This is an optimization exercise on Yosys and OpenROAD, whose aim is small area and few clock cycles per item, not a production implementation.
Only simulation tests tie the RTL to the original design; equivalence was not proved.

==> flow/design.v <==
package acir_pkg;
  localparam int LW = 16;
  localparam int CW = 48;
  function automatic logic signed [LW-1:0] lane16(input logic [CW-1:0] w, input int k);
    lane16 = $signed(w[LW*k +: LW]);
  endfunction
endpackage
module acir_div #(
  parameter int STEPS = 1
) (
  input  logic [34:0] s_in,
  input  logic [16:0] m,
  output logic [34:0] s_out
);
  always_comb begin
    logic [34:0] s;
    logic [17:0] t;
    logic [18:0] d;
    s = s_in;
    for (int i = 0; i < STEPS; i++) begin
      t = {s[34:18], s[17]};
      d = {1'b0, t} - {2'b0, m};
      s = {(d[18] ? t[16:0] : d[16:0]), s[16:0], ~d[18]};
    end
    s_out = s;
  end
endmodule
module acir_front (
  input  logic [47:0] box_one_min,
  input  logic [47:0] box_one_max,
  input  logic [47:0] box_two_min,
  input  logic [47:0] box_two_max,
  input  logic [47:0] vel_one,
  input  logic [47:0] vel_two,
  input  logic [15:0] mass_one,
  input  logic [15:0] mass_two,
  input  logic [8:0]  bounce_one,
  input  logic [8:0]  bounce_two,
  input  logic        fixed_one,
  input  logic        fixed_two,
  output logic        hit,
  output logic        applied,
  output logic [1:0]  ax,
  output logic        neg,
  output logic [16:0] msum,
  output logic [10:0] esum,
  output logic [15:0] dabs,
  output logic [26:0] pmul
);
  logic signed [15:0] lo1 [3], hi1 [3], lo2 [3], hi2 [3], va [3], vb [3];
  logic signed [16:0] ov [3];
  logic signed [16:0] dv [3];
  logic        cneg [3];
  always_comb begin
    logic signed [15:0] top, bot;
    logic signed [17:0] cd;
    hit = 1'b1;
    for (int k = 0; k < 3; k++) begin
      lo1[k] = acir_pkg::lane16(box_one_min, k);
      hi1[k] = acir_pkg::lane16(box_one_max, k);
      lo2[k] = acir_pkg::lane16(box_two_min, k);
      hi2[k] = acir_pkg::lane16(box_two_max, k);
      va[k]  = acir_pkg::lane16(vel_one, k);
      vb[k]  = acir_pkg::lane16(vel_two, k);
      if (!((lo1[k] <= hi2[k]) && (hi1[k] >= lo2[k]))) hit = 1'b0;
      top = (hi1[k] < hi2[k]) ? hi1[k] : hi2[k];
      bot = (lo1[k] > lo2[k]) ? lo1[k] : lo2[k];
      ov[k] = 17'(top) - 17'(bot);
      cd = (18'(lo2[k]) + 18'(hi2[k])) - (18'(lo1[k]) + 18'(hi1[k]));
      cneg[k] = cd[17];
      dv[k] = 17'(vb[k]) - 17'(va[k]);
    end
  end
  always_comb begin
    logic signed [16:0] d;
    logic rok;
    if ((ov[0] < ov[1]) && (ov[0] < ov[2]))      ax = 2'd0;
    else if ((ov[1] < ov[0]) && (ov[1] < ov[2])) ax = 2'd1;
    else                                         ax = 2'd2;
    case (ax)
      2'd0:    begin neg = cneg[0]; d = dv[0]; end
      2'd1:    begin neg = cneg[1]; d = dv[1]; end
      default: begin neg = cneg[2]; d = dv[2]; end
    endcase
    rok = neg ? !d[16] : (d[16] || (d == 17'sd0));
    msum = {1'b0, mass_one} + {1'b0, mass_two};
    esum = {2'b0, bounce_one} + {2'b0, bounce_two} + 11'd512;
    dabs = d[16] ? 16'(-d) : d[15:0];
    pmul = 27'(esum) * 27'(mass_one);
    applied = hit && !(fixed_one && fixed_two) && rok && (msum != 17'd0);
  end
endmodule
module aabb_contact_impulse_resolver (
  input  logic          clk,
  input  logic          rst_n,
  input  logic          start,
  output logic          busy,
  input  logic [47:0]   in_box_one_min,
  input  logic [47:0]   in_box_one_max,
  input  logic [47:0]   in_box_two_min,
  input  logic [47:0]   in_box_two_max,
  input  logic [47:0]   in_vel_one,
  input  logic [47:0]   in_vel_two,
  input  logic [15:0]   in_mass_one,
  input  logic [15:0]   in_mass_two,
  input  logic [8:0]    in_bounce_one,
  input  logic [8:0]    in_bounce_two,
  input  logic          in_fixed_one,
  input  logic          in_fixed_two,
  output logic          out_valid,
  output logic          out_overlap,
  output logic          out_applied,
  output logic [1:0]    out_contact_axis,
  output logic          out_normal_negative,
  output logic [47:0]   out_new_vel_one,
  output logic [47:0]   out_new_vel_two
);
  localparam int L = 7;
  function automatic int nsteps(input int g);
    nsteps = (g == 1) ? 0 : 3;
  endfunction
  assign busy = 1'b0;
  logic        f_hit, f_app;
  logic [1:0]  f_ax;
  logic        f_neg;
  logic [16:0] f_msum;
  logic [10:0] f_esum;
  logic [15:0] f_dabs;
  logic [26:0] f_pmul;
  acir_front u_front (
    .box_one_min(in_box_one_min),
    .box_one_max(in_box_one_max),
    .box_two_min(in_box_two_min),
    .box_two_max(in_box_two_max),
    .vel_one    (in_vel_one),
    .vel_two    (in_vel_two),
    .mass_one   (in_mass_one),
    .mass_two   (in_mass_two),
    .bounce_one (in_bounce_one),
    .bounce_two (in_bounce_two),
    .fixed_one  (in_fixed_one),
    .fixed_two  (in_fixed_two),
    .hit        (f_hit),
    .applied    (f_app),
    .ax         (f_ax),
    .neg        (f_neg),
    .msum       (f_msum),
    .esum       (f_esum),
    .dabs       (f_dabs),
    .pmul       (f_pmul)
  );
  logic [47:0] vel1_r [L+1];
  logic [47:0] vel2_r [L+1];
  logic        hit_r  [L+1];
  logic        app_r  [L+1];
  logic        wr1_r  [L+1];
  logic        wr2_r  [L+1];
  logic [1:0]  ax_r   [L+1];
  logic        neg_r  [L+1];
  logic [16:0] msum_r [L+1];
  logic        val_r  [L+1];
  always_ff @(posedge clk) begin
    if (!rst_n) begin
      for (int i = 0; i <= L; i++) val_r[i] <= 1'b0;
    end else begin
      val_r[0] <= start;
      for (int i = 1; i <= L; i++) val_r[i] <= val_r[i-1];
    end
  end
  always_ff @(posedge clk) begin
    vel1_r[0] <= in_vel_one;
    vel2_r[0] <= in_vel_two;
    hit_r[0]  <= f_hit;
    app_r[0]  <= f_app;
    wr1_r[0]  <= f_app && !in_fixed_one;
    wr2_r[0]  <= f_app && !in_fixed_two;
    ax_r[0]   <= f_ax;
    neg_r[0]  <= f_neg;
    msum_r[0] <= f_msum;
    for (int i = 1; i <= L; i++) begin
      vel1_r[i] <= vel1_r[i-1];
      vel2_r[i] <= vel2_r[i-1];
      hit_r[i]  <= hit_r[i-1];
      app_r[i]  <= app_r[i-1];
      wr1_r[i]  <= wr1_r[i-1];
      wr2_r[i]  <= wr2_r[i-1];
      ax_r[i]   <= ax_r[i-1];
      neg_r[i]  <= neg_r[i-1];
      msum_r[i] <= msum_r[i-1];
    end
  end
  logic [10:0] esum_r;
  logic [15:0] dabs_r;
  logic [26:0] pmul_r;
  always_ff @(posedge clk) begin
    esum_r <= f_esum;
    dabs_r <= f_dabs;
    pmul_r <= f_pmul;
  end
  logic [26:0] w_r   [L];
  logic [8:0]  low_r [L];
  logic [34:0] ds_r  [L+1];
  logic [42:0] s1_p;
  assign s1_p = 43'(pmul_r) * 43'(dabs_r);
  always_ff @(posedge clk) begin
    w_r[1]   <= 27'(esum_r) * 27'(dabs_r);
    low_r[1] <= s1_p[8:0];
  end
  for (genvar g = 1; g <= L; g++) begin : g_div
    logic [34:0] ds_n;
    acir_div #(.STEPS(nsteps(g))) u_div (
      .s_in ((g == 1) ? {1'b0, s1_p[42:9]} : ds_r[g-1]),
      .m    (msum_r[g-1]),
      .s_out(ds_n)
    );
    always_ff @(posedge clk) ds_r[g] <= ds_n;
    if (g > 1 && g < L) begin : g_pass
      always_ff @(posedge clk) begin
        w_r[g]   <= w_r[g-1];
        low_r[g] <= low_r[g-1];
      end
    end
  end
  logic [16:0] h_r;
  logic        lgt_r, leq_r, lnz_r;
  logic [19:0] x1_r;
  logic [16:0] u2_r;
  always_ff @(posedge clk) begin
    logic [25:0] mj;
    logic signed [15:0] a1, a2;
    logic signed [16:0] u1, u2;
    mj = 26'(msum_r[L-1]) * 26'(w_r[L-1][8:0]);
    a1 = acir_pkg::lane16(vel1_r[L-1], int'(ax_r[L-1]));
    a2 = acir_pkg::lane16(vel2_r[L-1], int'(ax_r[L-1]));
    u1 = neg_r[L-1] ? -(17'(a1)) : 17'(a1);
    u2 = neg_r[L-1] ? -(17'(a2)) : 17'(a2);
    h_r   <= mj[25:9];
    lgt_r <= mj[8:0] > low_r[L-1];
    leq_r <= mj[8:0] == low_r[L-1];
    lnz_r <= low_r[L-1] != 9'd0;
    x1_r  <= 20'(u1) - 20'(w_r[L-1][26:9]) - 20'd1;
    u2_r  <= u2;
  end
  function automatic logic [15:0] sat16(input logic signed [19:0] x);
    if (x > 20'sd32767)       sat16 = 16'h7fff;
    else if (x < -20'sd32768) sat16 = 16'h8000;
    else                      sat16 = x[15:0];
  endfunction
  always_comb begin
    logic [16:0] rp;
    logic [17:0] gq;
    logic signed [19:0] f1, f2, t1, t2;
    logic gt, eq, nz, adj1, adj2, ng;
    rp = ds_r[L][34:18];
    gq = ds_r[L][17:0];
    ng = neg_r[L];
    gt = (h_r > rp) || ((h_r == rp) && lgt_r);
    eq = (h_r == rp) && leq_r;
    nz = (rp != 17'd0) || lnz_r;
    f1 = $signed(x1_r) + $signed({2'b0, gq}) + $signed({19'b0, !gt});
    f2 = $signed({{3{u2_r[16]}}, u2_r}) + $signed({2'b0, gq});
    adj1 = f1[19] && !eq;
    adj2 = f2[19] && nz;
    t1 = (f1 ^ {20{ng}}) + $signed({19'b0, ng ^ adj1});
    t2 = (f2 ^ {20{ng}}) + $signed({19'b0, ng ^ adj2});
    out_new_vel_one = vel1_r[L];
    out_new_vel_two = vel2_r[L];
    if (wr1_r[L]) out_new_vel_one[16*int'(ax_r[L]) +: 16] = sat16(t1);
    if (wr2_r[L]) out_new_vel_two[16*int'(ax_r[L]) +: 16] = sat16(t2);
  end
  assign out_valid           = val_r[L];
  assign out_overlap         = hit_r[L];
  assign out_applied         = app_r[L];
  assign out_contact_axis    = ax_r[L];
  assign out_normal_negative = neg_r[L];
endmodule
==> flow/run.sh <==
#!/bin/bash
# synth_recipe.tcl (not shown) runs the flow's synth.tcl, then flattens the netlist and writes it again
# the make line also repeats each setting of config.mk as NAME=value (left out here)
make -C /OpenROAD-flow-scripts/flow DESIGN_CONFIG=/design/flow/config.mk WORK_HOME=/design/flow/orfs CLKGATE_MAP_FILE= SYNTH_SCRIPT=/design/flow/synth_recipe.tcl finish
==> flow/config.mk <==
export PLATFORM = sky130hd
export DESIGN_NAME = aabb_contact_impulse_resolver
export DESIGN_NICKNAME = aabb_contact_impulse_resolver
export VERILOG_FILES = /design/flow/design.v
export SDC_FILE = /design/flow/constraint.sdc
export NUM_CORES = 4
export LEC_CHECK = 0
export CAP_MARGIN = 20
export CORE_MARGIN = 2
export CORE_UTILIZATION = 40
export SLEW_MARGIN = 20
==> flow/constraint.sdc <==
create_clock -name core_clock -period 10.0 [get_ports {clk}]
set_input_delay 2.0000 -clock core_clock [delete_from_list [all_inputs] [get_ports {clk}]]
set_output_delay 2.0000 -clock core_clock [all_outputs]
set_load 0.01 [all_outputs]
==> results of run 1 <==
==> worst max-delay path: cells and delay by family (launching register included) <==
kind,cells,cell delay (ns)
xor gates and xnor gates,3,0.56
and+or+nand+nor,9,1.03
muxes,1,0.19
buffers and inverters,8,0.87
DFF,1,0.34
AOI/OAI and AO/OA,20,3.24
adders and majority gates,3,0.67
==> cell type report <==
| class | count | area (um^2) |
|---|---|---|
| Timing Repair Buffer | 1119 | 9510 |
| Tap cell | 3220 | 4030 |
| Clock inverter | 57 | 1090 |
| Fill cell | 22800 | 128000 |
| Antenna cell | 4 | 10.0 |
| Inverter | 1326 | 4980 |
| Sequential cell | 1522 | 30500 |
| Clock buffer | 216 | 4480 |
| Multi-Input combinational cell | 7188 | 63300 |
==> routing by layer <==
| metal | GRT usage, % | part of all wire [%] | vias to the layer above | routed length (um) |
|---|---|---|---|---|
| met5 | 0 | 0.038 | - | 107 |
| met4 | 6.32 | 2.8 | 16 | 8000 |
| met3 | 3.06 | 4.9 | 443 | 13800 |
| met2 | 36.4 | 45 | 1861 | 128000 |
| met1 | 30.1 | 47 | 36000 | 131000 |
| li1 | - | - | 36400 | - |
==> sequential cells by signal, indices dropped and copies added, names as in the netlist, 17 cells and up <==
name and count:
ds_r 244, h_r 17, low_r 54, msum_r 119, pmul_r 27, u2_r 17, vel1_r 384, vel2_r 384
w_r 162, x1_r 20
==> through the flow <==
stage                     setup slack, ns  hold WS [ns]  utilization, %  instances
after global routing               -0.235         0.279            47.9      14700
after global placement             -0.938         0.310            45.2      14300
after detailed placement            -1.14         0.312            45.2      14300
after CTS                         0.00228         0.262            47.7      14600
final                               0.306         0.263            47.9      14700
after floorplan                     0.114         0.310               -      10300
==> placed cells by master, fill, tap and decap left out, types with 42 or more instances in the layout <==
cell type / netlist / routed
dfxtp_1: 1522 / 1516
inv_1: 1323 / 1320
ha_1: 1202 / 1196
nand2_1: 973 / 968
fa_1: 727 / 726
buf_4: 2 / 642
a21oi_1: 484 / 461
xnor2_1: 421 / 418
nor2_1: 410 / 406
clkdlybuf4s50_1: 0 / 397
o21ai_0: 451 / 391
and2_1: 364 / 359
mux2_2: 228 / 227
a21o_1: 218 / 218
xor2_1: 164 / 160
clkbuf_16: 0 / 154
mux2i_1: 129 / 128
nor3_1: 133 / 127
nor2b_1: 126 / 121
a221o_1: 101 / 101
o21a_1: 100 / 99
nand3_1: 99 / 96
o21bai_1: 94 / 94
nand2b_1: 87 / 87
nand4_1: 57 / 57
a211oi_1: 57 / 53
a21boi_0: 68 / 53
o21ai_1: 7 / 52
o31ai_1: 43 / 42
==> worst paths after layout <==
| kind | slack [ns] | cells after the start | to | start |
|---|---|---|---|---|
| max reg2reg | 0.59 | 45 | ds_r[3][26]$_DFF_P_ | ds_r[2][17]$_DFF_P_ |
| min | 0.26 | 0 | w_r[6][19]$_DFF_P_ | w_r[5][19]$_DFF_P_ |
| max | 0.31 | 44 | out_new_vel_one[26] | ds_r[7][19]$_DFF_P_ |
| min reg2reg | 0.26 | 0 | w_r[6][19]$_DFF_P_ | w_r[5][19]$_DFF_P_ |
==> logic make-up after synthesis <==
family	after synthesis
adders and majority gates	1929
buffers and inverters	1599
muxes	358
other	1
DFF	1522
AOI/OAI and AO/OA	1865
and+or+nand+nor	2444
xor gates and xnor gates	587
==> repair_timing <==
item / 4_1_cts / 5_1_grt
pin swaps: 28 / 55
hold buffers: 0 / 0
endpoints found under the setup margin: 126 / 219
gates resized for setup: 194 / 254
cloned: 4 / 4
setup buffers: 47 / 20
==> Yosys cell counts (all sizes together) (130+ instances only) <==
| cell | n |
|---|---|
| a21o | 218 |
| inv | 1324 |
| o21ai | 458 |
| a21oi | 485 |
| dfxtp | 1522 |
| nor2 | 410 |
| and2 | 366 |
| fa | 727 |
| clkbuf | 241 |
| nor3 | 135 |
| xnor2 | 422 |
| xor2 | 165 |
| ha | 1202 |
| mux2 | 228 |
| nand2 | 974 |
| mux2i | 130 |
==> results_dict.tcl, run 1 <==
set metrics [dict create \
    ys_ff_latch 1522 \
    drtAntennaViolNets 0 \
    nets 13600 \
    dp_hpwl_um 233000 \
    ys_warn_count 39 \
    outcome "no timing/DRC/antenna violations" \
    clock_skew_ns 0.0656 \
    synth-seq-area-share_pct 30.8 \
    grt_overflow 0 \
    cp.required_ns 8.00 \
    final-hold-violation-count 0 \
    yosys.area.top_type "dfxtp_1" \
    synth_compound_area_share_pct 12.3 \
    area_delta_synth_final_pct 19.1 \
    grt_pass1_vias 77000 \
    io_buffers 444 \
    tightest_slew_ns 1.13 \
    grtUsageTotal_pct 22.1 \
    setup_viol 0 \
    drtPass1Iterations 6 \
    wl_um 281000 \
    synth_edf_count 0 \
    root_buffer "clkbuf_16" \
    slew_viol_final 0 \
    async_flop_share_pct 0 \
    syn_area_um2 99000 \
    tritoncts "built" \
    min_period_over_period_pct 96.9 \
    synthMuxAreaShare_pct 3.92 \
    gp_congestion 0.957 \
    crit_fanout 5 \
    drtIter0Drc 3834 \
    synth_top_family_by_area "adder cells" \
    layout-drive-gt1-share_pct 12.2 \
    holdCritPathClass "register to register" \
    clockBufferDepth 3 \
    cp-end-kind "output pin" \
    syn_nets 12600 \
    synth_xor_area_share_pct 5.21 \
    finalInstanceArea_um2 118000 \
    dieArea_um2 251000 \
    rows 182 \
    numCtsBuffers 154 \
    antenna_found_initial 18 \
    die_x_um 501 \
    path_clk_slew_ns 0.06 \
    relSlewSlack_pct 24.2 \
    avgSynthCellArea_um2 9.61 \
    synth_top_cell_area_share_pct 30.8 \
    vias 74700 \
    fin_tns_setup_ns 0 \
    critical_path_class "register to output pin" \
    viasPerCell 5.10 \
    ys.flop_type "dfxtp_1" \
    syn_inst 10300 \
    startpoint_type "register" \
    cpMostUsedCell "buf_6" \
    start_util_pct 40.3 \
    grt_pass1_wl_um 437000 \
    wire_per_inst_um 19.2 \
    htreeDepth 4 \
    synth_fa_ha_area_share_pct 29.9 \
    max_freq_mhz 103 \
    synth-simple-area-share_pct 11.8 \
    rsz0062_at_grt "yes" \
    route.detailed.drc 0 \
    crit_arrival_ns 7.69 \
    drv_cap 0 \
    yosys.cell_types.count 97 \
    fin_crit_ns 9.69 \
    max_stage_delay_ns 0.34 \
    place_area_um2 111000 \
    io_pins 446 \
    grt_max_degree 39 \
    synth_area_leaders "dfxtp_1 31%, ha_1 15%, fa_1 15%" \
    crit_slowest_cell "dfxtp_2" \
    clk-insertion-delay-late_ns 0.82 \
    coreArea_um2 246000 \
    clkSinkCount 1522 \
    die_y_um 501 \
]
Testbench counts, summed over its fixed seeds: cycles 24,064, items 24,000.
==> run 2, diff against run 1 <==
--- a/flow/design.v
+++ b/flow/design.v
@@ -115,9 +115,10 @@
   output logic [47:0]   out_new_vel_one,
   output logic [47:0]   out_new_vel_two
 );
-  localparam int L = 7;
+  localparam int L = 5;
+  localparam int NF = 1;    
   function automatic int nsteps(input int g);
-    nsteps = (g == 1) ? 0 : 3;
+    nsteps = (g == 1) ? 1 : 4;
   endfunction
   assign busy = 1'b0;
   logic        f_hit, f_app;
@@ -246,13 +247,19 @@
     else if (x < -20'sd32768) sat16 = 16'h8000;
     else                      sat16 = x[15:0];
   endfunction
+  logic [34:0] fin_ds;
+  acir_div #(.STEPS(NF)) u_divf (
+    .s_in (ds_r[L]),
+    .m    (msum_r[L]),
+    .s_out(fin_ds)
+  );
   always_comb begin
     logic [16:0] rp;
     logic [17:0] gq;
     logic signed [19:0] f1, f2, t1, t2;
     logic gt, eq, nz, adj1, adj2, ng;
-    rp = ds_r[L][34:18];
-    gq = ds_r[L][17:0];
+    rp = fin_ds[34:18];
+    gq = fin_ds[17:0];
     ng = neg_r[L];
     gt = (h_r > rp) || ((h_r == rp) && lgt_r);
     eq = (h_r == rp) && leq_r;
--- a/flow/config.mk
+++ b/flow/config.mk
@@ -5,7 +5,9 @@
 export SDC_FILE = /design/flow/constraint.sdc
 export NUM_CORES = 4
 export LEC_CHECK = 0
+export ABC_AREA = 1
 export CAP_MARGIN = 20
 export CORE_MARGIN = 2
-export CORE_UTILIZATION = 40
+export CORE_UTILIZATION = 60
+export PLACE_DENSITY = 0.7
 export SLEW_MARGIN = 20
==> results_dict.tcl, run 2 <==
set metrics [dict create \
    outcome "no timing/DRC/antenna violations" \
    tritoncts "built" \
    syn_nets 14900 \
    fin_tns_setup_ns 0 \
    die_y_um 407 \
    antenna_found_initial 32 \
    synth_top_cell_area_share_pct 23.8 \
    relSlewSlack_pct 19.0 \
    area_delta_synth_final_pct 12.0 \
    vias 85800 \
    clk-insertion-delay-late_ns 0.77 \
    slew_viol_final 0 \
    final_cell_mix "3,012 x nand2_1, 2,243 x inv_1, 1,189 x ha_1, 1,150 x dfxtp_1, 845 x a21oi_1" \
    grt_overflow 0 \
    nets 15400 \
    dp_hpwl_um 253000 \
    netlist_top_cells_count "3,031 x nand2_1, 2,247 x inv_1, 1,204 x ha_1" \
    path_clk_slew_ns 0.06 \
    worstReg2RegStart "dabs_r[7]$_DFF_P_" \
    grt_max_degree 63 \
    io_buffers 444 \
    crit_slowest_cell "fa_2" \
    setup_viol 0 \
    hold_buffers 0 \
    syn_area_um2 97300 \
    holdCritPathClass "register to register" \
    drtPass1Iterations 9 \
    cp.required_ns 8.00 \
    rows 147 \
    startpoint_type "register" \
    r2r_cells 36 \
    route.detailed.drc 0 \
    nFillCells 13400 \
    yosys.area.top_type "dfxtp_1" \
    pre_cts_slack_ns 0.0988 \
    finalWorstSetupSlack_ns 0.240 \
    synth_area_leaders "dfxtp_1 24%, ha_1 15%, fa_1 15%" \
    min_period_over_period_pct 97.6 \
    async_flop_share_pct 0 \
    syn_inst 12700 \
    grt_pass1_vias 85800 \
    avgSynthCellArea_um2 7.69 \
    worstHoldEndpoint "vel2_r[1][45]$_DFF_P_" \
    max_stage_delay_ns 0.41 \
    min_path_cells 0 \
    viasPerCell 5.59 \
    r2r_slack_ns 0.66 \
    start_util_pct 60.5 \
    cp-end-kind "output pin" \
    coreArea_um2 161000 \
    critical_path_class "register to output pin" \
    synth-seq-area-share_pct 23.8 \
    crit_fanout 6 \
    whs_ns 0.283 \
    root_buffer "clkbuf_16" \
    tightest_slew_ns 1.22 \
    synth_most_common_cell "nand2_1" \
    rsz0062_at_grt "yes" \
    drtIter0Drc 7407 \
    clockBufferDepth 3 \
    layout-drive-gt1-share_pct 5.45 \
    clkSinkCount 1156 \
    gp_congestion 1.01 \
    numCtsBuffers 112 \
    rr_endpoint "ds_r[1][25]$_DFF_P_" \
    dieArea_um2 165000 \
    crit_arrival_ns 7.76 \
    wl_um 307000 \
    ys.flop_type "dfxtp_1" \
    reg_top3 "vel1_r: 288 flops, vel2_r: 288 flops, ds_r: 175 flops" \
    drv_cap 0 \
    final-hold-violation-count 0 \
    io_pins 446 \
    grtUsageTotal_pct 36.6 \
    synth_edf_count 0 \
    yosys.cell_types.count 77 \
    ys_ff_latch 1156 \
    fin_crit_ns 9.76 \
    cpMostUsedCell "nand2_1" \
    die_x_um 407 \
    wire_per_inst_um 20.0 \
    htreeDepth 3 \
    worstHoldStart "vel2_r[0][45]$_DFF_P_" \
    drtAntennaViolNets 0 \
    clock_skew_ns 0.0798 \
    max_freq_mhz 102 \
    ys_warn_count 39 \
    final_common_cell "nand2_1" \
    grt_pass1_wl_um 471000 \
]
run 2: changes by cell type in the layout (fill, tap and decap cells not counted), sizes merged, moves of 214 or more:
cell   change
a21oi    +377
xnor2    -214
inv      +952
nand2   +2111
buf      -530
nor2     +256
mux2     -228
dfxtp    -366
and2     -357
xor2     +275
nand3    +354
run 2: logic make-up (layout without fill, tap and decap cells):
kind of cell | after synthesis | in the layout | synth area share (%)
mux | 3 | 3 | 0.0309
fa+ha+maj | 1931 | 1931 | 30.4
other cells | 1 | 10 | 0.00385
xor+xnor | 648 | 648 | 5.87
compound gates | 1769 | 1770 | 10.3
buf+inv | 2584 | 3105 | 10.2
flops | 1156 | 1156 | 23.8
simple gates | 4570 | 4572 | 19.4
run 2: metrics by stage:
stage	instances	instance area [um^2]	utilization, %
floorplan	12700	97300	-
global placement	15100	104000	64.9
CTS	15300	108000	67.5
detailed placement	15100	104000	64.9
finish	15400	109000	67.8
global route	15400	109000	67.8
run 2: area by class of cell:
class                   instances  area, um^2  share of cell area (%)
inverters                    2270        8520                    7.82
repair buffers                626        5710                    5.24
clock inverters                64         935                   0.857
clock buffers                 145        3150                    2.89
flip-flops and latches       1156       23100                    21.2
diodes                          9        22.5                  0.0207
multi-input cells            8925       64800                    59.5
well taps                    2160        2700                    2.48
run 2: timing repair:
item	4_1_cts	5_1_grt
setup endpoints to repair	48	118
endpoints found under the hold margin	0	0
pin swaps	13	30
setup buffers	7	24
resized for setup	73	170
cloned	1	2
run 2: critical path, delay by kind of cell, from the launching register on:
family | cells | cell delay (ns)
fa+ha+maj | 5 | 1.37
flops | 1 | 0.31
mux | 1 | 0.21
xor+xnor | 2 | 0.37
compound gates | 3 | 0.36
simple gates | 26 | 3.22
buf+inv | 9 | 1.13
run 2: layer usage:
layer  share of wire [%]  vias to the layer above  track usage [%]
met2                  46                     3635             60.8
met1                  40                    40500             46.4
met3                 8.1                      860             6.09
met5               0.033                        -                0
li1                    -                    40800                -
met4                 5.2                       14             17.1
run 2: worst max path at each step:
stage / from / endpoint / slack [ns] / cells after the start
global placement: in_box_two_max[17] / dabs_r[9]$_DFF_P_ / 0.13 / 43
finish: msum_r[5][16]$_DFF_P_ / out_new_vel_one[17] / 0.24 / 46
detailed placement: in_box_two_max[17] / dabs_r[9]$_DFF_P_ / 0.1 / 43
global route: msum_r[5][16]$_DFF_P_ / out_new_vel_one[17] / -0.18 / 49
floorplan: msum_r[5][3]$_DFF_P_ / out_new_vel_one[30] / 1.48 / 49
CTS: msum_r[5][15]$_DFF_P_ / out_new_vel_one[4] / 0.004 / 50
Testbench counts of run 2, summed over its fixed seeds: cycles 24,048, items 24,000.
==> run 3, diff against run 2 <==
--- a/flow/config.mk
+++ b/flow/config.mk
@@ -8,6 +8,5 @@
 export ABC_AREA = 1
 export CAP_MARGIN = 20
 export CORE_MARGIN = 2
-export CORE_UTILIZATION = 60
-export PLACE_DENSITY = 0.7
+export CORE_UTILIZATION = 40
 export SLEW_MARGIN = 20
==> results_dict.tcl, run 3 <==
set metrics [dict create \
    outcome "no timing/DRC/antenna violations" \
    drtAntennaViolNets 0 \
    grt_pass1_wl_um 443000 \
    fin_util_pct 45.5 \
    clkSinkCount 1156 \
    slew_viol_final 0 \
    relSlewSlack_pct 24.3 \
    antenna_found_initial 22 \
    avgSynthCellArea_um2 7.69 \
    syn_inst 12700 \
    path_clk_slew_ns 0.07 \
    final_cell_mix "3,019 x nand2_1, 2,246 x inv_1, 1,195 x ha_1, 1,154 x dfxtp_1, 849 x a21oi_1" \
    clockBufferDepth 3 \
    dieArea_um2 247000 \
    die_y_um 497 \
    vias 80300 \
    numCtsBuffers 114 \
    final-hold-violation-count 0 \
    syn_nets 14900 \
    startpoint_type "register" \
    layout-drive-gt1-share_pct 4.98 \
    nFillCells 24500 \
    place_area_um2 106000 \
    io_buffers 444 \
    syn_area_um2 97300 \
    dp_hpwl_um 239000 \
    max_freq_mhz 104 \
    crit_slowest_cell "or3_4" \
    ys.flop_type "dfxtp_1" \
    grtUsageTotal_pct 22.5 \
    tritoncts "built" \
    root_buffer "clkbuf_16" \
    io_pins 446 \
    crit_fanout 10 \
    ys_ff_latch 1156 \
    synth_most_common_cell "nand2_1" \
    start_util_pct 40.1 \
    crit_arrival_ns 7.61 \
    die_x_um 497 \
    synth_area_leaders "dfxtp_1 24%, ha_1 15%, fa_1 15%" \
    wl_um 283000 \
    gp_congestion 0.954 \
    clk-insertion-delay-late_ns 0.78 \
    synth-seq-area-share_pct 23.8 \
    tightest_slew_ns 1.13 \
    async_flop_share_pct 0 \
    netlist_top_cells_count "3,031 x nand2_1, 2,247 x inv_1, 1,204 x ha_1" \
    grt_max_degree 63 \
    wire_per_inst_um 17.3 \
    yosys.cell_types.count 77 \
    final_common_cell "nand2_1" \
    area_delta_synth_final_pct 13.4 \
    rows 181 \
    finalInstanceArea_um2 110000 \
    setup_viol 0 \
    htreeDepth 3 \
    holdCritPathClass "register to register" \
    yosys.area.top_type "dfxtp_1" \
    cpMostUsedCell "nand2_1" \
    nets 15400 \
    drtIter0Drc 4680 \
    cp.required_ns 8.00 \
    synth_edf_count 0 \
    hold_buffers 0 \
    synth_top_cell_area_share_pct 23.8 \
    reg_top3 "vel1_r: 288 flops, vel2_r: 288 flops, ds_r: 175 flops" \
    coreArea_um2 243000 \
    drv_cap 0 \
    critical_path_class "register to output pin" \
    grt_pass1_vias 79400 \
    grt_overflow 0 \
    clock_skew_ns 0.0790 \
    fin_crit_ns 9.61 \
    ys_warn_count 39 \
    cp-end-kind "output pin" \
    drtPass1Iterations 6 \
    route.detailed.drc 0 \
    min_period_over_period_pct 96.1 \
    max_stage_delay_ns 0.41 \
    viasPerCell 4.90 \
]
run 3: path summary, 6_finish.rpt:
check / from / cells past startpoint / slack (ns) / to
worst max-delay path: msum_r[5][16]$_DFF_P_ / 39 / 0.39 / out_new_vel_one[22]
worst min-delay path: vel1_r[1][33]$_DFF_P_ / 0 / 0.28 / vel1_r[2][33]$_DFF_P_
worst max register to register: dabs_r[2]$_DFF_P_ / 31 / 0.97 / ds_r[1][26]$_DFF_P_
worst min register to register: vel1_r[1][33]$_DFF_P_ / 0 / 0.28 / vel1_r[2][33]$_DFF_P_
run 3: kinds of logic (layout without fill, tap and decap cells):
kind of cell	count (synthesis)	count (layout)	synth area share, %
adder cells (fa/ha/maj)	1931	1931	30.4
buffers and inverters	2584	3102	10.2
other	1	13	0.00385
XOR/XNOR	648	648	5.87
AO/OA/AOI/OAI	1769	1771	10.3
flip-flops	1156	1156	23.8
AND/OR/NAND/NOR	4570	4571	19.4
multiplexers	3	3	0.0309
run 3: critical path, delay by kind of cell (launching register included):
family,cells,cell delay (ns)
AO/OA/AOI/OAI,3,0.56
XOR/XNOR,1,0.38
adder cells (fa/ha/maj),4,1.39
buffers and inverters,10,1.21
flip-flops,1,0.31
AND/OR/NAND/NOR,21,2.95
run 3: cell type report:
type	count	area, um^2	share of cell area, %
Sequential cell	1156	23100	21.0
Clock buffer	144	3130	2.83
Multi-Input combinational cell	8925	64700	58.7
Antenna cell	12	30.0	0.0272
Clock inverter	69	903	0.819
Tap cell	3202	4010	3.63
Timing Repair Buffer	619	5880	5.33
Inverter	2270	8520	7.73
run 3: metal layers:
metal	GRT usage [%]	up-vias	wire [um]
met5	0	-	13
met4	7.38	2	9940
met3	2.24	376	12100
met2	38.4	1620	133000
met1	29.9	37600	128000
li1	-	40700	-
run 3: what timing repair did:
| item | CTS | global route |
|---|---|---|
| buffers inserted | 8 | 11 |
| resized for setup | 43 | 98 |
| pin swaps | 8 | 19 |
| cloned | 1 | 2 |
| setup endpoints to repair | 48 | 89 |
run 3: stage by stage:
| step | setup slack, ns | TNS, ns | instances | hold WS (ns) |
|---|---|---|---|---|
| 3_3_place_gp | 0.0913 | 0 | 16200 | 0.310 |
| 2_1_floorplan | 1.48 | 0 | 12700 | 0.310 |
| 6_report | 0.393 | 0 | 16400 | 0.281 |
| 5_1_grt | -0.103 | -1.50 | 16400 | 0.286 |
| 3_5_place_dp | -0.0447 | -0.442 | 16200 | 0.312 |
| 4_1_cts | 0.000518 | 0 | 16400 | 0.284 |
==> run 4, diff against run 3 <==
--- a/flow/design.v
+++ b/flow/design.v
@@ -115,10 +115,10 @@
   output logic [47:0]   out_new_vel_one,
   output logic [47:0]   out_new_vel_two
 );
-  localparam int L = 5;
+  localparam int L = 4;
   localparam int NF = 1;    
   function automatic int nsteps(input int g);
-    nsteps = (g == 1) ? 1 : 4;
+    nsteps = (g == 1) ? 2 : 5;
   endfunction
   assign busy = 1'b0;
   logic        f_hit, f_app;
==> results_dict.tcl, run 4 <==
set metrics [dict create \
    outcome "no timing/DRC/antenna violations" \
    layout-drive-gt1-share_pct 11.6 \
    drtPass1Iterations 6 \
    area_delta_synth_final_pct 20.6 \
    fin_tns_setup_ns 0 \
    final-hold-violation-count 0 \
    critical_path_class "register to output pin" \
    final_cell_mix "3,085 x nand2_1, 2,181 x inv_1, 1,171 x ha_1, 929 x dfxtp_1, 906 x buf_4" \
    worstHoldEndpoint "ds_r[4][13]$_DFF_P_" \
    crit_fanout 16 \
    io_buffers 444 \
    tritoncts "built" \
    rr_endpoint "ds_r[1][25]$_DFF_P_" \
    top_usage_layer "met2" \
    use_met2_pct 39.3 \
    ys_ff_latch 964 \
    route.detailed.drc 0 \
    setup_viol 0 \
    grtUsageTotal_pct 23.6 \
    syn_nets 14800 \
    drv_cap 0 \
    dp.cells 16700 \
    grt_max_degree 45 \
    min_path_cells 0 \
    htreeDepth 3 \
    crit_slowest_cell "fa_2" \
    dieArea_um2 238000 \
    gp_congestion 0.945 \
    vias 83300 \
    rows 177 \
    path_clk_slew_ns 0.06 \
    holdCritPathClass "register to register" \
    crit_arrival_ns 7.64 \
    numCtsBuffers 105 \
    synth-seq-area-share_pct 20.6 \
    netlist_top_cells_count "3,108 x nand2_1, 2,191 x inv_1, 1,204 x ha_1" \
    avgSynthCellArea_um2 7.47 \
    use_met1_pct 32.3 \
    clockBufferDepth 3 \
    clk-insertion-delay-late_ns 0.80 \
    start_util_pct 40.2 \
    antenna_found_initial 21 \
    reg_top3 "vel1_r: 240 flops, vel2_r: 240 flops, ds_r: 140 flops" \
    max_stage_delay_ns 0.39 \
    async_flop_share_pct 0 \
    die_y_um 488 \
    syn_inst 12500 \
    finalInstanceArea_um2 113000 \
    min_period_over_period_pct 96.4 \
    finalWorstSetupSlack_ns 0.365 \
    slew_viol_final 0 \
    rsz0062_at_grt "yes" \
    grt_pass1_vias 81100 \
    ys_warn_count 40 \
    clock_skew_ns 0.0749 \
    yosys.cell_types.count 71 \
    final_common_cell "nand2_1" \
    worstHoldStart "ds_r[3][8]$_DFF_P_" \
    die_x_um 488 \
    synth_edf_count 0 \
    fin_cells 17000 \
    wl_um 284000 \
    synth_area_leaders "dfxtp_1 21%, ha_1 16%, fa_1 16%" \
    ys.flop_type "dfxtp_1" \
    grt_overflow 0 \
    worstReg2RegStart "dabs_r[11]$_DFF_P_" \
    place_area_um2 108000 \
    viasPerCell 4.91 \
    pre_cts_slack_ns -0.351 \
    root_buffer "clkbuf_16" \
    fin_crit_ns 9.64 \
    max_freq_mhz 104 \
    cpMostUsedCell "nand2_1" \
    path_buf_inv 10 \
    startpoint_type "register" \
    hold_buffers 0 \
    io_pins 446 \
    syn_area_um2 93700 \
    crit_family "simple AND/OR/NAND/NOR gates" \
    synth_most_common_cell "nand2_1" \
    drtIter0Drc 5597 \
    grt_pass1_wl_um 445000 \
    tightest_slew_ns 1.05 \
    clkSinkCount 964 \
    dp_hpwl_um 242000 \
    yosys.area.top_type "dfxtp_1" \
    r2r_cells 41 \
    cp-end-kind "output pin" \
    r2r_slack_ns 0.44 \
    synth_top_cell_area_share_pct 20.6 \
    wire_per_inst_um 16.8 \
    drtAntennaViolNets 0 \
    coreArea_um2 233000 \
    nets 16000 \
    use_met3_pct 2.82 \
    relSlewSlack_pct 29.5 \
    cp.required_ns 8.00 \
]
## run 4: cell types whose count changed after synthesis, sizes merged, moves of 18 or more
cell and change:
dfxtp -192, inv -60, nand2 +55, o21ai +38
nand3 +37, nor2 +32, nor3 -27, o21a -20
nand4 +18
## run 4: what timing repair did
action / in CTS / in global routing
gates cloned: 0 / 6
pin swaps: 14 / 63
buffers inserted: 16 / 48
endpoints found under the setup margin: 83 / 123
resized for setup: 93 / 344
## run 4: logic make-up after synthesis
logic type,Yosys count,synth area share (%)
AOI/OAI and AO/OA,1803,10.9
xor gates and xnor gates,618,5.80
adders and majority gates,1931,31.6
buffers and inverters,2521,10.3
DFF,964,20.6
muxes,1,0.0107
other,1,0.00400
and+or+nand+nor,4699,20.7
## run 4: worst max-delay path by stage
stage                     startpoint                   to  slack, ns  cells past startpoint
2_1_floorplan      dabs_r[1]$_DFF_P_  ds_r[1][22]$_DFF_P_       0.18                     53
3_3_place_gp   msum_r[1][13]$_DFF_P_  ds_r[2][29]$_DFF_P_      -0.36                     58
3_5_place_dp   msum_r[1][11]$_DFF_P_  ds_r[2][29]$_DFF_P_      -0.35                     60
4_1_cts          ds_r[4][17]$_DFF_P_  out_new_vel_one[11]      0.004                     50
5_1_grt          ds_r[4][17]$_DFF_P_  out_new_vel_one[34]      -0.13                     51
6_report         ds_r[4][17]$_DFF_P_  out_new_vel_one[34]       0.36                     48
## run 4: area by class of cell
type,instances,area (um^2)
fill,23200,120000
sequential,964,19400
tap,3132,3920
inverter,2208,8310
antenna,14,35.0
clock inverter,69,815
timing repair buffer,1395,11900
timing repair inverter,2,15.0
clock buffer,124,2810
multi-input combinational,9053,65800
## run 4: worst reg2reg max path, delay by kind of cell, from the launching register on
family	cells	cell delay, ns
DFF	1	0.38
AOI/OAI and AO/OA	6	1.36
and+or+nand+nor	15	2.06
buffers and inverters	10	1.44
xor gates and xnor gates	1	0.15
adders and majority gates	9	4.05
## run 4: metrics by stage
step | hold slack (ns) | utilization, %
6_report | 0.276 | 48.5
5_1_grt | 0.286 | 48.5
4_1_cts | 0.270 | 47.9
3_5_place_dp | 0.312 | 46.2
3_3_place_gp | 0.310 | 46.2
2_1_floorplan | 0.310 | -
## run 4: routing by layer
metal / up-vias / part of all wire (%)
met4: 8 / 2.4
met5: - / 0.021
met1: 38700 / 46
met2: 2140 / 46
met3: 346 / 5.9
li1: 42100 / -
Testbench counts of run 4, summed over its fixed seeds: cycles 24,040, items 24,000.
==> run 5, diff against run 4 <==
--- a/flow/design.v
+++ b/flow/design.v
@@ -25,6 +25,113 @@
     s_out = s;
   end
 endmodule
+module acir_mul_27x16 (
+  input  logic [26:0] a,
+  input  logic [15:0] b,
+  output logic [42:0] p
+);
+  logic [18:0] bx;
+  logic [28:0] r [9];
+  logic [44:0] nb;
+  logic [44:0] sum;
+  assign bx = {2'b0, b, 1'b0};
+  always_comb begin
+    logic [2:0] t;
+    logic       one, two, neg;
+    logic [27:0] mag;
+    nb = '0;
+    for (int i = 0; i < 9; i++) begin
+      t    = bx[2*i +: 3];
+      one  = t[0] ^ t[1];
+      two  = (t == 3'b011) || (t == 3'b100);
+      neg  = t[2] && !(t[1] && t[0]);
+      mag  = ({28{one}} & {1'b0, a}) | ({28{two}} & {a, 1'b0});
+      r[i] = {!neg, mag ^ {28{neg}}};
+      nb[2*i] = neg;
+    end
+  end
+  assign sum = {16'd0, r[0]}
+             + {14'd0, r[1], 2'd0}
+             + {12'd0, r[2], 4'd0}
+             + {10'd0, r[3], 6'd0}
+             + {8'd0, r[4], 8'd0}
+             + {6'd0, r[5], 10'd0}
+             + {4'd0, r[6], 12'd0}
+             + {2'd0, r[7], 14'd0}
+             + {r[8], 16'd0}
+             + nb
+             + 45'haaab0000000;
+  assign p = sum[42:0];
+endmodule
+module acir_mul_16x11 (
+  input  logic [15:0] a,
+  input  logic [10:0] b,
+  output logic [26:0] p
+);
+  logic [12:0] bx;
+  logic [17:0] r [6];
+  logic [27:0] nb;
+  logic [27:0] sum;
+  assign bx = {1'b0, b, 1'b0};
+  always_comb begin
+    logic [2:0] t;
+    logic       one, two, neg;
+    logic [16:0] mag;
+    nb = '0;
+    for (int i = 0; i < 6; i++) begin
+      t    = bx[2*i +: 3];
+      one  = t[0] ^ t[1];
+      two  = (t == 3'b011) || (t == 3'b100);
+      neg  = t[2] && !(t[1] && t[0]);
+      mag  = ({17{one}} & {1'b0, a}) | ({17{two}} & {a, 1'b0});
+      r[i] = {!neg, mag ^ {17{neg}}};
+      nb[2*i] = neg;
+    end
+  end
+  assign sum = {10'd0, r[0]}
+             + {8'd0, r[1], 2'd0}
+             + {6'd0, r[2], 4'd0}
+             + {4'd0, r[3], 6'd0}
+             + {2'd0, r[4], 8'd0}
+             + {r[5], 10'd0}
+             + nb
+             + 28'h5560000;
+  assign p = sum[26:0];
+endmodule
+module acir_mul_17x9 (
+  input  logic [16:0] a,
+  input  logic [8:0] b,
+  output logic [25:0] p
+);
+  logic [10:0] bx;
+  logic [18:0] r [5];
+  logic [26:0] nb;
+  logic [26:0] sum;
+  assign bx = {1'b0, b, 1'b0};
+  always_comb begin
+    logic [2:0] t;
+    logic       one, two, neg;
+    logic [17:0] mag;
+    nb = '0;
+    for (int i = 0; i < 5; i++) begin
+      t    = bx[2*i +: 3];
+      one  = t[0] ^ t[1];
+      two  = (t == 3'b011) || (t == 3'b100);
+      neg  = t[2] && !(t[1] && t[0]);
+      mag  = ({18{one}} & {1'b0, a}) | ({18{two}} & {a, 1'b0});
+      r[i] = {!neg, mag ^ {18{neg}}};
+      nb[2*i] = neg;
+    end
+  end
+  assign sum = {8'd0, r[0]}
+             + {6'd0, r[1], 2'd0}
+             + {4'd0, r[2], 4'd0}
+             + {2'd0, r[3], 6'd0}
+             + {r[4], 8'd0}
+             + nb
+             + 27'h2ac0000;
+  assign p = sum[25:0];
+endmodule
 module acir_front (
   input  logic [47:0] box_one_min,
   input  logic [47:0] box_one_max,
@@ -86,9 +193,9 @@
     msum = {1'b0, mass_one} + {1'b0, mass_two};
     esum = {2'b0, bounce_one} + {2'b0, bounce_two} + 11'd512;
     dabs = d[16] ? 16'(-d) : d[15:0];
-    pmul = 27'(esum) * 27'(mass_one);
     applied = hit && !(fixed_one && fixed_two) && rok && (msum != 17'd0);
   end
+  assign pmul = 27'(esum) * 27'(mass_one);
 endmodule
 module aabb_contact_impulse_resolver (
   input  logic          clk,
@@ -115,10 +222,10 @@
   output logic [47:0]   out_new_vel_one,
   output logic [47:0]   out_new_vel_two
 );
-  localparam int L = 4;
+  localparam int L = 5;
   localparam int NF = 1;    
   function automatic int nsteps(input int g);
-    nsteps = (g == 1) ? 2 : 5;
+    nsteps = (g == 1) ? 1 : 4;
   endfunction
   assign busy = 1'b0;
   logic        f_hit, f_app;
@@ -202,9 +309,11 @@
   logic [8:0]  low_r [L];
   logic [34:0] ds_r  [L+1];
   logic [42:0] s1_p;
-  assign s1_p = 43'(pmul_r) * 43'(dabs_r);
+  logic [26:0] s1_w;
+  acir_mul_27x16 u_mul_p (.a(pmul_r), .b(dabs_r), .p(s1_p));
+  acir_mul_16x11 u_mul_w (.a(dabs_r), .b(esum_r), .p(s1_w));
   always_ff @(posedge clk) begin
-    w_r[1]   <= 27'(esum_r) * 27'(dabs_r);
+    w_r[1]   <= s1_w;
     low_r[1] <= s1_p[8:0];
   end
   for (genvar g = 1; g <= L; g++) begin : g_div
@@ -226,11 +335,13 @@
   logic        lgt_r, leq_r, lnz_r;
   logic [19:0] x1_r;
   logic [16:0] u2_r;
+  logic [25:0] l_mj;
+  acir_mul_17x9 u_mul_mj (.a(msum_r[L-1]), .b(w_r[L-1][8:0]), .p(l_mj));
   always_ff @(posedge clk) begin
     logic [25:0] mj;
     logic signed [15:0] a1, a2;
     logic signed [16:0] u1, u2;
-    mj = 26'(msum_r[L-1]) * 26'(w_r[L-1][8:0]);
+    mj = l_mj;
     a1 = acir_pkg::lane16(vel1_r[L-1], int'(ax_r[L-1]));
     a2 = acir_pkg::lane16(vel2_r[L-1], int'(ax_r[L-1]));
     u1 = neg_r[L-1] ? -(17'(a1)) : 17'(a1);
--- a/flow/config.mk
+++ b/flow/config.mk
@@ -9,4 +9,6 @@
 export CAP_MARGIN = 20
 export CORE_MARGIN = 2
 export CORE_UTILIZATION = 40
+export CTS_CLUSTER_DIAMETER = 200
+export CTS_CLUSTER_SIZE = 24
 export SLEW_MARGIN = 20
==> results_dict.tcl, run 5 <==
set metrics [dict create \
    place_area_um2 102000 \
    worstReg2RegStart "dabs_r[5]$_DFF_P_" \
    drv_cap 0 \
    start_util_pct 40.2 \
    io_pins 446 \
    min_period_over_period_pct 95.4 \
    crit_arrival_ns 7.54 \
    slew_viol_final 0 \
    startpoint_type "register" \
    synth_fa_ha_area_share_pct 26.2 \
    r2r_slack_ns 0.57 \
    tritoncts "built" \
    cp-end-kind "output pin" \
    r2r_cells 38 \
    endpoint "out_new_vel_one[21]" \
    grt_pass1_wl_um 456000 \
    numCtsBuffers 54 \
    htreeDepth 2 \
    layout-drive-gt1-share_pct 5.11 \
    syn_inst 11900 \
    rr_endpoint "ds_r[1][29]$_DFF_P_" \
    synth_edf_count 0 \
    yosys.area.top_type "dfxtp_1" \
    drtPass1Iterations 8 \
    max_stage_delay_ns 0.40 \
    cpMostUsedCell "nand2_2" \
    fin_crit_ns 9.54 \
    wl_um 295000 \
    syn_nets 14000 \
    synth_compound_area_share_pct 13.4 \
    yosys.cell_types.count 82 \
    grtUsageTotal_pct 24.3 \
    gp_congestion 0.960 \
    synth_most_common_cell "nand2_1" \
    final_common_cell "nand2_1" \
    grt_overflow 0 \
    reg_top3 "vel1_r: 288 flops, vel2_r: 288 flops, ds_r: 175 flops" \
    final-hold-violation-count 0 \
    clkSinkCount 1156 \
    ys.flop_type "dfxtp_1" \
    cp.required_ns 8.00 \
    dieArea_um2 237000 \
    grt_max_degree 58 \
    ys_ff_latch 1156 \
    area_delta_synth_final_pct 11.2 \
    finalInstanceArea_um2 104000 \
    critical_path_class "register to output pin" \
    max_freq_mhz 105 \
    synthMuxAreaShare_pct 0.162 \
    relSlewSlack_pct 22.6 \
    synth-simple-area-share_pct 17.6 \
    setup_viol 0 \
    coreArea_um2 232000 \
    async_flop_share_pct 0 \
    die_y_um 487 \
    synth_xor_area_share_pct 9.59 \
    drtAntennaViolNets 0 \
    antenna_found_initial 39 \
    io_buffers 444 \
    synth_top_family_by_area "adder cells" \
    crit_family "simple AND/OR/NAND/NOR gates" \
    die_x_um 487 \
    rows 177 \
    clockBufferDepth 3 \
    dp_hpwl_um 245000 \
    vias 80900 \
    crit_slowest_cell "fa_2" \
    syn_area_um2 93200 \
    crit_fanout 5 \
    path_clk_slew_ns 0.10 \
    tightest_slew_ns 1.14 \
    cp_num_cells 49 \
    clock_skew_ns 0.0694 \
    synth_top_cell_area_share_pct 24.8 \
    path_buf_inv 7 \
    root_buffer "clkbuf_16" \
    outcome "no timing/DRC/antenna violations" \
    netlist_top_cells_count "2,316 x nand2_1, 1,664 x inv_1, 1,257 x ha_1" \
    nets 14400 \
    route.detailed.drc 0 \
    synth-seq-area-share_pct 24.8 \
    ys_warn_count 45 \
    avgSynthCellArea_um2 7.82 \
    drtIter0Drc 5792 \
    viasPerCell 5.25 \
    synth_area_leaders "dfxtp_1 25%, ha_1 17%, fa_1 9.3%" \
    wire_per_inst_um 19.1 \
    holdCritPathClass "register to register" \
    critPathLaunch "ds_r[5][17]$_DFF_P_" \
    grt_pass1_vias 81000 \
    final_cell_mix "2,302 x nand2_1, 1,657 x inv_1, 1,241 x ha_1, 1,154 x dfxtp_1, 816 x a21oi_1" \
    clk-insertion-delay-late_ns 0.75 \
]
-- run 5: changes by cell type in the layout (fill, tap and decap cells not counted), moves of 33 or more --
cell,before,now
fa_1,718,433
o21ai_1,80,47
o22ai_1,0,378
dfxtp_1,929,1154
clkbuf_16,109,55
buf_4,906,194
xor2_1,417,795
a21oi_2,47,12
nand2_1,3085,2302
o21ai_0,400,498
ha_1,1171,1241
inv_1,2181,1657
-- run 5: area by class of cell --
type                    count  area, um^2
fillers                 23000      128000
repair inverters            1        5.00
flip-flops and latches   1156       23100
clock buffers              54        1350
clock inverters             5         118
well taps                3043        3810
multi-input cells        8766       62900
diodes                     17        42.5
repair buffers            649        5870
inverters                1709        6450
-- run 5: per-stage QoR --
stage | setup WS, ns | util [%] | setup TNS [ns] | cells | hold WS [ns]
CTS | 0.00852 | 44.5 | 0 | 15400 | 0.285
detailed placement | 0.152 | 43.8 | 0 | 15300 | 0.312
finish | 0.458 | 44.7 | 0 | 15400 | 0.303
global route | -0.107 | 44.7 | -2.70 | 15400 | 0.325
global placement | 0.231 | 43.8 | 0 | 15300 | 0.310
floorplan | 1.69 | - | 0 | 11900 | 0.310
-- run 5: worst min-delay path by stage --
| stage | startpoint | endpoint | cells past startpoint |
|---|---|---|---|
| final | ds_r[4][4]$_DFF_P_ | ds_r[5][8]$_DFF_P_ | 0 |
| after global routing | w_r[3][2]$_DFF_P_ | w_r[4][2]$_DFF_P_ | 0 |
| after CTS | w_r[3][2]$_DFF_P_ | w_r[4][2]$_DFF_P_ | 0 |
| after detailed placement | ds_r[3][9]$_DFF_P_ | ds_r[4][13]$_DFF_P_ | 0 |
| after global placement | vel2_r[0][29]$_DFF_P_ | vel2_r[1][29]$_DFF_P_ | 0 |
| after floorplan | app_r[0]$_DFF_P_ | app_r[1]$_DFF_P_ | 0 |
-- run 5: cells by family (layout without fill, tap and decap cells) --
group / count (synthesis) / count (layout)
DFF: 1156 / 1156
AOI/OAI and AO/OA: 2161 / 2162
muxes: 15 / 15
and+or+nand+nor: 3878 / 3880
buffers and inverters: 2005 / 2418
other: 1 / 18
xor gates and xnor gates: 1016 / 1016
adders and majority gates: 1692 / 1692
-- run 5: layer usage --
layer | global-route usage (%) | vias to the layer above | share of wire, %
met5 | 0 | - | 0.038
met1 | 32.3 | 38200 | 45
met3 | 2.46 | 445 | 5.5
met4 | 7.14 | 18 | 3.2
li1 | - | 39900 | -
met2 | 41.4 | 2358 | 47
-- run 5: repair_timing --
action	CTS	global route
hold buffers	0	0
setup endpoints to repair	45	121
setup buffers	7	19
pin swaps	13	23
cloned	0	5
hold endpoints to repair	0	0
resized for setup	90	163
Testbench counts of run 5, summed over its fixed seeds: cycles 24,048, items 24,000.
==> run 6, diff against run 5 <==
--- a/flow/config.mk
+++ b/flow/config.mk
@@ -9,6 +9,4 @@
 export CAP_MARGIN = 20
 export CORE_MARGIN = 2
 export CORE_UTILIZATION = 40
-export CTS_CLUSTER_DIAMETER = 200
-export CTS_CLUSTER_SIZE = 24
 export SLEW_MARGIN = 20
==> results_dict.tcl, run 6 <==
set metrics [dict create \
    area_delta_synth_final_pct 14.3 \
    drtPass1Iterations 6 \
    rows 177 \
    start_util_pct 40.2 \
    nFillCells 22800 \
    yosys.area.top_type "dfxtp_1" \
    final_cell_mix "2,292 x nand2_1, 1,652 x inv_1, 1,236 x ha_1, 1,151 x dfxtp_1, 811 x a21oi_1" \
    die_y_um 487 \
    root_buffer "clkbuf_16" \
    drv_cap 0 \
    path_clk_slew_ns 0.06 \
    numCtsBuffers 114 \
    crit_arrival_ns 7.57 \
    syn_area_um2 93200 \
    hold_buffers 0 \
    critical_path_class "register to output pin" \
    synth-seq-area-share_pct 24.8 \
    fin_tns_setup_ns 0 \
    syn_nets 14000 \
    synth_area_leaders "dfxtp_1 25%, ha_1 17%, fa_1 9.3%" \
    clkSinkCount 1156 \
    crit_fanout 8 \
    drtIter0Drc 5443 \
    min_path_cells 0 \
    gp_congestion 0.960 \
    drtAntennaViolNets 0 \
    io_pins 446 \
    cpMostUsedCell "nand2_2" \
    reg_top3 "vel1_r: 288 flops, vel2_r: 288 flops, ds_r: 175 flops" \
    synth_top_cell_area_share_pct 24.8 \
    fin_cells 15600 \
    tightest_slew_ns 1.15 \
    route.detailed.drc 0 \
    syn_inst 11900 \
    htreeDepth 3 \
    dieArea_um2 237000 \
    grtUsageTotal_pct 24.5 \
    r2r_cells 38 \
    final_common_cell "nand2_1" \
    clock_skew_ns 0.0687 \
    finalWorstSetupSlack_ns 0.430 \
    avgSynthCellArea_um2 7.82 \
    ys.flop_type "dfxtp_1" \
    dp_hpwl_um 245000 \
    synth_most_common_cell "nand2_1" \
    fin_crit_ns 9.57 \
    ys_warn_count 45 \
    whs_ns 0.269 \
    io_buffers 444 \
    wl_um 296000 \
    layout-drive-gt1-share_pct 6.56 \
    grt_max_degree 58 \
    synth_edf_count 0 \
    crit_slowest_cell "fa_2" \
    nets 14400 \
    dp.cells 15300 \
    pre_cts_slack_ns 0.152 \
    tritoncts "built" \
    final-hold-violation-count 0 \
    viasPerCell 5.23 \
    clockBufferDepth 3 \
    ys_ff_latch 1156 \
    die_x_um 487 \
    async_flop_share_pct 0 \
    grt_pass1_wl_um 459000 \
    cp-end-kind "output pin" \
    grt_pass1_vias 81700 \
    outcome "no timing/DRC/antenna violations" \
    vias 81500 \
    coreArea_um2 232000 \
    grt_overflow 0 \
    wire_per_inst_um 19.0 \
    startpoint_type "register" \
    max_freq_mhz 104 \
    min_period_over_period_pct 95.7 \
    relSlewSlack_pct 21.5 \
    netlist_top_cells_count "2,316 x nand2_1, 1,664 x inv_1, 1,257 x ha_1" \
    slew_viol_final 0 \
    holdCritPathClass "register to register" \
    clk-insertion-delay-late_ns 0.82 \
    antenna_found_initial 40 \
    cp.required_ns 8.00 \
    yosys.cell_types.count 82 \
    max_stage_delay_ns 0.39 \
    setup_viol 0 \
]
[run 6: repair_timing]
item                                    4_1_cts  5_1_grt
buffers inserted                              8       28
resized for setup                           111      216
endpoints found under the setup margin       45      118
hold endpoints to repair                      0        0
pin swaps                                    14       59
gates cloned                                  0        4
[run 6: area by class of cell]
class,count,area [um^2],area share (%)
multi-input combinational,8765,63100,59.3
sequential,1156,23100,21.7
inverter,1709,6450,6.06
timing repair buffer,658,5960,5.60
tap,3043,3810,3.57
clock buffer,147,3150,2.95
clock inverter,65,840,0.788
antenna,20,50.0,0.0470
timing repair inverter,1,5.00,0.00470
[run 6: logic make-up after synthesis]
logic type	after synthesis	synth area share [%]
other	1	0.00402
buffers and inverters	2005	8.31
AND/OR/NAND/NOR	3878	17.6
XOR/XNOR	1016	9.59
multiplexers	15	0.162
flip-flops	1156	24.8
AO/OA/AOI/OAI	2161	13.4
adder cells (fa/ha/maj)	1692	26.2
[run 6: through the flow]
stage / util [%] / area (um^2)
finish: 45.9 / 107000
global placement: 43.8 / 102000
detailed placement: 43.8 / 102000
floorplan: - / 93200
CTS: 45.6 / 106000
global route: 45.9 / 107000
[run 6: critical path, delay by kind of cell (launching register included)]
family / cells / cell delay [ns]
AND/OR/NAND/NOR: 25 / 2.45
adder cells (fa/ha/maj): 5 / 1.37
AO/OA/AOI/OAI: 8 / 1.13
buffers and inverters: 9 / 1.05
XOR/XNOR: 2 / 0.44
flip-flops: 1 / 0.36
[run 6: final timing paths]
| path | from | slack, ns | end |
|---|---|---|---|
| hold reg to reg | vel1_r[2][22]$_DFF_P_ | 0.27 | vel1_r[3][22]$_DFF_P_ |
| hold / removal | vel1_r[2][22]$_DFF_P_ | 0.27 | vel1_r[3][22]$_DFF_P_ |
| setup / recovery | msum_r[5][0]$_DFF_P_ | 0.43 | out_new_vel_one[38] |
| setup reg to reg | dabs_r[5]$_DFF_P_ | 0.64 | ds_r[1][29]$_DFF_P_ |
[run 6: per-layer routing]
layer	up-vias	share of wire [%]	GRT usage, %
li1	40200	-	-
met1	38400	45	32.2
met3	473	5.5	2.96
met5	-	0.045	0
met2	2384	47	41.4
met4	22	3.3	7.89
==> run 7, diff against run 6 <==
==> flow/flow/run.sh (new file) <==
#!/bin/bash
# The standard layout (standard.sh: ORFS with the standard flow's settings), except that
# the port buffers are made from the smallest buffer cell, buf_1, instead of
# the cell buffer_ports picks on its own. Every port still gets its buffer.
# The full output of the layout goes to layout.log in this folder; each ORFS
# step also keeps its own log under orfs/logs.
set -euo pipefail
bash standard.sh \
  "BUFFER_PORTS_ARGS=-buffer_cell sky130_fd_sc_hd__buf_1" \
  finish > layout.log 2>&1
==> flow/standard.sh (new file) <==
#!/bin/bash
# synth_recipe.tcl (not shown) runs the flow's synth.tcl, then flattens the netlist and writes it again
# the make line also repeats each setting of config.mk as NAME=value (left out here)
make -C /OpenROAD-flow-scripts/flow DESIGN_CONFIG=/design/flow/config.mk WORK_HOME=/design/flow/orfs CLKGATE_MAP_FILE= SYNTH_SCRIPT=/design/flow/synth_recipe.tcl "${@:-finish}"
removed: flow/run.sh
==> results_dict.tcl, run 7 <==
set metrics [dict create \
    outcome "no timing/DRC/antenna violations" \
    ys_ff_latch 1156 \
    wire_per_inst_um 17.8 \
    netlist_top_cells_count "2,316 x nand2_1, 1,664 x inv_1, 1,257 x ha_1" \
    avgSynthCellArea_um2 7.82 \
    syn_nets 14000 \
    startpoint_type "register" \
    grt_pass1_vias 76900 \
    die_y_um 487 \
    drtAntennaViolNets 0 \
    yosys.cell_types.count 82 \
    gp_congestion 0.979 \
    grt_overflow 0 \
    vias 79700 \
    antenna_found_initial 26 \
    route.detailed.drc 0 \
    numCtsBuffers 113 \
    clk-insertion-delay-late_ns 0.82 \
    crit_arrival_ns 7.56 \
    crit_fanout 6 \
    multi_input_area_um2 62800 \
    area_delta_synth_final_pct 11.5 \
    holdCritPathClass "register to register" \
    slew_viol_final 0 \
    ys.flop_type "dfxtp_1" \
    dieArea_um2 237000 \
    critical_path_class "register to output pin" \
    endpoint "out_new_vel_one[42]" \
    synth_top_cell_area_share_pct 24.8 \
    min_path_cells 0 \
    ys_warn_count 45 \
    nFillCells 23500 \
    clkSinkCount 1156 \
    synth_edf_count 0 \
    r2r_slack_ns 0.70 \
    worstReg2RegStart "dabs_r[2]$_DFF_P_" \
    max_stage_delay_ns 0.39 \
    dp_hpwl_um 230000 \
    dp.cells 15300 \
    tritoncts "built" \
    rr_endpoint "ds_r[1][23]$_DFF_P_" \
    root_buffer "clkbuf_16" \
    io_pins 446 \
    min_period_over_period_pct 95.6 \
    tightest_slew_ns 1.15 \
    grtUsageTotal_pct 22.9 \
    rows 177 \
    fin_crit_ns 9.56 \
    reg_top3 "vel1_r: 288 flops, vel2_r: 288 flops, ds_r: 175 flops" \
    htreeDepth 3 \
    coreArea_um2 232000 \
    synth-seq-area-share_pct 24.8 \
    relSlewSlack_pct 23.1 \
    setup_viol 0 \
    drtIter0Drc 5574 \
    synth_most_common_cell "nand2_1" \
    drv_cap 0 \
    grt_max_degree 43 \
    final_cell_mix "2,303 x nand2_1, 1,659 x inv_1, 1,247 x ha_1, 1,155 x dfxtp_1, 816 x a21oi_1" \
    cp-end-kind "output pin" \
    regArea_um2 23100 \
    fin_cells 15600 \
    fin_util_pct 44.8 \
    final_common_cell "nand2_1" \
    crit_slowest_cell "fa_2" \
    drtPass1Iterations 10 \
]
==> run 7: cell types whose count changed in the layout (fill, tap and decap cells not counted), moves of 13 or more <==
cell             change
buf_1              +427
clkdlybuf4s50_1    -399
bufinv_16           +19
clkbuf_2            -19
o21ai_0             +15
ha_4                -13
==> run 7: area by class of cell <==
type / count / share of cell area (%)
timing repair buffer: 654 / 3.23
sequential: 1156 / 22.3
clock buffer: 139 / 2.95
tap: 3043 / 3.66
inverter: 1709 / 6.18
clock inverter: 74 / 1.26
timing repair inverter: 2 / 0.0120
antenna: 13 / 0.0313
multi-input combinational: 8764 / 60.4
==> run 7: logic make-up (layout without fill, tap and decap cells) <==
family	Yosys count	count (layout)	share of synthesized area, %
and+or+nand+nor	3878	3879	17.6
muxes	15	15	0.162
adders and majority gates	1692	1692	26.2
AOI/OAI and AO/OA	2161	2161	13.4
DFF	1156	1156	24.8
buffers and inverters	2005	2578	8.31
other	1	14	0.00402
xor gates and xnor gates	1016	1016	9.59
==> run 7: worst min path at each step <==
stage / startpoint / to / slack, ns
finish: vel1_r[3][4]$_DFF_P_ / vel1_r[4][4]$_DFF_P_ / 0.25
CTS: vel1_r[2][21]$_DFF_P_ / vel1_r[3][21]$_DFF_P_ / 0.23
detailed placement: app_r[3]$_DFF_P_ / app_r[4]$_DFF_P_ / 0.31
global placement: w_r[3][21]$_DFF_P_ / w_r[4][21]$_DFF_P_ / 0.31
global route: vel1_r[1][5]$_DFF_P_ / vel1_r[2][5]$_DFF_P_ / 0.24
floorplan: app_r[0]$_DFF_P_ / app_r[1]$_DFF_P_ / 0.31
==> run 7: routing by layer <==
metal,global-route usage (%),vias to the layer above,wire (um)
li1,-,40200,-
met1,31.5,36800,128000
met2,37.0,2330,123000
met3,3.04,383,17400
met4,7.15,10,8520
met5,0,-,56
==> run 7: worst max-delay path: cells and delay by family (launching register included) <==
family | cells | cell delay [ns]
AO/OA/AOI/OAI | 14 | 2.04
XOR/XNOR | 2 | 0.34
adder cells (fa/ha/maj) | 4 | 1.30
buffers and inverters | 6 | 0.69
flip-flops | 1 | 0.31
AND/OR/NAND/NOR | 25 | 2.11
==> run 7: through the flow <==
stage / hold WS [ns] / worst slack, ns
6_report: 0.248 / 0.442
5_1_grt: 0.240 / -0.0446
4_1_cts: 0.229 / 0.00827
2_1_floorplan: 0.310 / 1.69
3_3_place_gp: 0.310 / 0.495
3_5_place_dp: 0.312 / 0.358
==> run 7: repair_timing <==
item,CTS,global route
cloned,0,3
gates resized for setup,20,84
setup endpoints to repair,45,80
pin swaps,2,34
buffers inserted,2,19
hold buffers,0,0

==> separate check: timing with driven ports <==
No port has a modelled driver above. Below, the same layouts with a new extraction and two added sets of constraints.
Step 1 sets driving cells, clkbuf_16 on the clock port and buf_2 on the other inputs (assumed; they add their load-dependent delay and slew).
Step 2 adds t to the input delays and takes it off the output delays; t is the mean of the earliest and latest rising clock arrival at the registers after step 1. Input paths then give back, and output paths get back, about the clock's delay inside the block.
Three values: no drivers, after step 1, after step 2; two values: the first two.
run | t (ns) | slack for setup (ns) | worst setup path at the end
run 1 | 0.873 | 0.306 / 0.226 / -0.447 | input to register
run 2 | 0.821 | 0.240 / 0.155 / 0.008 | input to register
run 3 | 0.828 | 0.393 / 0.305 / 0.058 | input to register
run 4 | 0.855 | 0.365 / 0.270 / -0.059 | input to register
run 5 | 0.795 | 0.458 / 0.376 / 0.162 | input to register
run 6 | 0.853 | 0.430 / 0.344 / 0.153 | input to register
run 7 | 0.854 | 0.442 / 0.352 / 0.281 | input to register
Met with ideal ports but missed after step 2: setup timing in run 1 and run 4. The setup slack of run 1, which loses most, moves by -0.080 ns with the drivers and by -0.753 ns with both steps.
